Background: an optimization exercise with open tools, aiming at small area. Do not read the settings as production practice. Only simulation tests tie the RTL to the original design; equivalence was not proved. Power and IR drop assume default switching activity.

==> flow/design.v (excerpt) <==
module gc_controller_param #(
    parameter int BLK_W         = 8,
    parameter int PAGES_PER_BLK = 64,
    parameter int FREE_HIGH     = 8,
    parameter int FREE_LOW      = 2
) (
    input  logic             CLK,
    input  logic             nRST,
    input  logic             gc_ini,
    input  logic             gc_start,
    input  logic             invalid_flag,
    input  logic [BLK_W-1:0] invalid_blk_num,
    input  logic             new_active_request,
    input  logic             move_done_flag,
    output logic             gc_request,
    output logic             gc_interrupt,
    output logic             req_done,
    output logic [BLK_W-1:0] erase_blk_num,
    output logic [BLK_W-1:0] active_blk_num,
    output logic             move_flag,
    output logic [BLK_W:0]   free_cnt,
    output logic             busy
);
    localparam int NUM_BLK = 1 << BLK_W;
    localparam int PC_W    = $clog2(PAGES_PER_BLK + 1);
    localparam int Q_N     = FREE_HIGH;
    localparam int Q_W     = (Q_N > 1) ? $clog2(Q_N) : 1;
    localparam logic [PC_W-1:0]  PC_MAX      = PC_W'(PAGES_PER_BLK);
    localparam logic [BLK_W-1:0] LAST_IDX    = BLK_W'(NUM_BLK - 1);
    localparam logic [BLK_W-1:0] ONE_BLK     = BLK_W'(1);
    localparam logic [BLK_W:0]   ONE_FC      = (BLK_W + 1)'(1);
    localparam logic [BLK_W:0]   FREE_HIGH_C = (BLK_W + 1)'(FREE_HIGH);
    localparam logic [BLK_W:0]   FREE_LOW_C  = (BLK_W + 1)'(FREE_LOW);
    typedef enum logic [2:0] {
        ST_UNINIT = 3'd0,
        ST_INIT   = 3'd1,
  ...
Size in the first run: ~8200 cells after synthesis, roughly 1900 flip-flops, about 78000 µm² of cells after synthesis.
Settings: LEC_CHECK=0, CAP_MARGIN=10, CELL_PAD_IN_SITES_DETAIL_PLACEMENT=0, CELL_PAD_IN_SITES_GLOBAL_PLACEMENT=0, CORE_MARGIN=2, CORE_UTILIZATION=50, GPL_TIMING_DRIVEN=0, PLACE_DENSITY=0.62, SLEW_MARGIN=10; clock period 10.0 ns.
standard.sh (not shown) runs the stock make flow with config.mk's settings and CLKGATE_MAP_FILE= SYNTH_SCRIPT=/design/flow/synth_recipe.tcl, a recipe that flattens the netlist after the stock synthesis.
==> flow/flow/run.sh <==
#!/bin/bash
# Own layout flow: the standard flow, except that
#  - synthesis maps the logic with an area-oriented ABC script (flow/area.abc)
#    in place of ORFS's; everything else in synthesis is synth_recipe.tcl
#    unchanged, so registers keep the standard names and cells;
#  - clock tree synthesis adds no dummy loads and uses small clock buffers
#    in small clusters.
# Each tool's output goes to a log file in the work folder.
set -euo pipefail
W=$PWD
FL=$W/flow
ORFS=$W/orfs

cat > "$W/own_synth.tcl" <<EOF
proc abc {args} {
  set i [lsearch -exact \$args -script]
  if {\$i >= 0} { lset args [expr {\$i + 1}] $FL/area.abc }
  yosys abc {*}\$args
}
source $W/synth_recipe.tcl
EOF

make -C "$FLOW_HOME" DESIGN_CONFIG="$W/config.mk" WORK_HOME="$ORFS" CLKGATE_MAP_FILE= \
  SYNTH_SCRIPT="$W/own_synth.tcl" synth > "$W/own_synth.log" 2>&1

export CTS_ARGS="-sink_clustering_enable -repair_clock_nets -dont_use_dummy_load -buf_list sky130_fd_sc_hd__clkbuf_4 -sink_clustering_size 8 -sink_clustering_max_diameter 30"
bash "$W/standard.sh" > "$W/own_layout.log" 2>&1
==> flow/flow/area.abc <==
strash; &get -n; &dch -f; &nf -R 1000; &put; topo; stime -c; buffer -c; upsize -c; dnsize -c
The baseline finished with capacitance limit left.
Next try:
==> flow/run.sh (new file) <==
#!/bin/bash
# synth_recipe.tcl (not shown) runs the flow's synth.tcl, then flattens the netlist and writes it again
# the make line also repeats each setting of config.mk as NAME=value (left out here)
make -C /OpenROAD-flow-scripts/flow DESIGN_CONFIG=/design/flow/config.mk WORK_HOME=/design/flow/orfs CLKGATE_MAP_FILE= SYNTH_SCRIPT=/design/flow/synth_recipe.tcl finish
--- a/flow/config.mk
+++ b/flow/config.mk
@@ -8 +8,2 @@
-export CAP_MARGIN = 10
+export ABC_AREA = 1
+export CAP_MARGIN = 20
@@ -13 +14,3 @@
-export GPL_TIMING_DRIVEN = 0
+export CTS_BUF_LIST = sky130_fd_sc_hd__clkbuf_4
+export CTS_CLUSTER_DIAMETER = 30
+export CTS_CLUSTER_SIZE = 8
@@ -15 +18 @@
-export SLEW_MARGIN = 10
+export SLEW_MARGIN = 20
removed: flow/flow/run.sh
removed: flow/flow/area.abc
removed: flow/standard.sh
Result: With this change the flow ran to the end with no violations. Cell count increases by 47%. Critical path depth increases by 5. Non-clock buffer count decreases by 60. Via count increases by 27%. Count of clock-buffer cells in the layout increases by 82. Power increases by 26%. First-iteration DRC count increases by 11%. Global-route usage increases by 4.2 points.
Next try:
==> flow/flow/run.sh (new file) <==
#!/bin/bash
# Own layout flow: the standard flow, except that
#  - synthesis maps the logic with an area-oriented ABC script (flow/area.abc)
#    in place of ORFS's; everything else in synthesis is synth_recipe.tcl
#    unchanged, so registers keep the standard names and cells;
#  - clock tree synthesis adds no dummy loads and uses small clock buffers
#    in small clusters.
# Each tool's output goes to a log file in the work folder.
set -euo pipefail
W=$PWD
FL=$W/flow
ORFS=$W/orfs

cat > "$W/own_synth.tcl" <<EOF
proc abc {args} {
  set i [lsearch -exact \$args -script]
  if {\$i >= 0} { lset args [expr {\$i + 1}] $FL/area.abc }
  yosys abc {*}\$args
}
source $W/synth_recipe.tcl
EOF

make -C "$FLOW_HOME" DESIGN_CONFIG="$W/config.mk" WORK_HOME="$ORFS" CLKGATE_MAP_FILE= \
  SYNTH_SCRIPT="$W/own_synth.tcl" synth > "$W/own_synth.log" 2>&1

export CTS_ARGS="-sink_clustering_enable -repair_clock_nets -dont_use_dummy_load -buf_list sky130_fd_sc_hd__clkbuf_4 -sink_clustering_size 8 -sink_clustering_max_diameter 30"
bash "$W/standard.sh" > "$W/own_layout.log" 2>&1
==> flow/flow/area.abc (new file) <==
strash; &get -n; &dch -f; &nf -R 1000; &put; topo; stime -c; buffer -c; upsize -c; dnsize -c
==> flow/standard.sh (new file) <==
#!/bin/bash
# synth_recipe.tcl (not shown) runs the flow's synth.tcl, then flattens the netlist and writes it again
# the make line also repeats each setting of config.mk as NAME=value (left out here)
make -C /OpenROAD-flow-scripts/flow DESIGN_CONFIG=/design/flow/config.mk WORK_HOME=/design/flow/orfs CLKGATE_MAP_FILE= SYNTH_SCRIPT=/design/flow/synth_recipe.tcl "${@:-finish}"
--- a/flow/config.mk
+++ b/flow/config.mk
@@ -8 +7,0 @@
-export ABC_AREA = 1
@@ -14,3 +13 @@
-export CTS_BUF_LIST = sky130_fd_sc_hd__clkbuf_4
-export CTS_CLUSTER_DIAMETER = 30
-export CTS_CLUSTER_SIZE = 8
+export GPL_TIMING_DRIVEN = 0
@@ -17,0 +15 @@
+export SETUP_SLACK_MARGIN = 0.2
removed: flow/run.sh
Final cell count goes down by a quarter to a third.
Die area drops by roughly a tenth.
Worst setup slack degrades by 1.1 ns.
Via count fell by about a fifth.
Power goes down by about a fifth.
Wire length goes down by about a fifth.

## what the ideal ports hide
The results above use ideal ports. As a check the final layouts listed here were re-extracted and re-timed, cells and wires unchanged.
Step 1: set_driving_cell puts a clkbuf_16 on CLK and a buf_2 on each other input, an assumption about the parent block.
Step 2 adds t to the input delays and takes it off the output delays; t is the mean of the earliest and latest rising clock arrival at the registers after step 1. Input paths then give back, and output paths get back, about the clock's delay inside the block.
a / b / c = no drivers / after step 1 / after step 2; a / b = the first two.
run | t (ns) | setup WS [ns] | worst hold slack (ns) | latest minus earliest clock arrival (ns)
the first run | 1.538 | 0.254 / 0.254 / 0.254 | 0.403 / 0.403 / 0.403 | 0.182 / 0.181
the second run | 1.571 | 1.388 / 1.388 / 1.388 | 0.426 / 0.426 / 0.426 | 0.132 / 0.132
the third run | 1.446 | 0.334 / 0.334 / 0.334 | 0.419 / 0.419 / 0.419 | 0.161 / 0.161
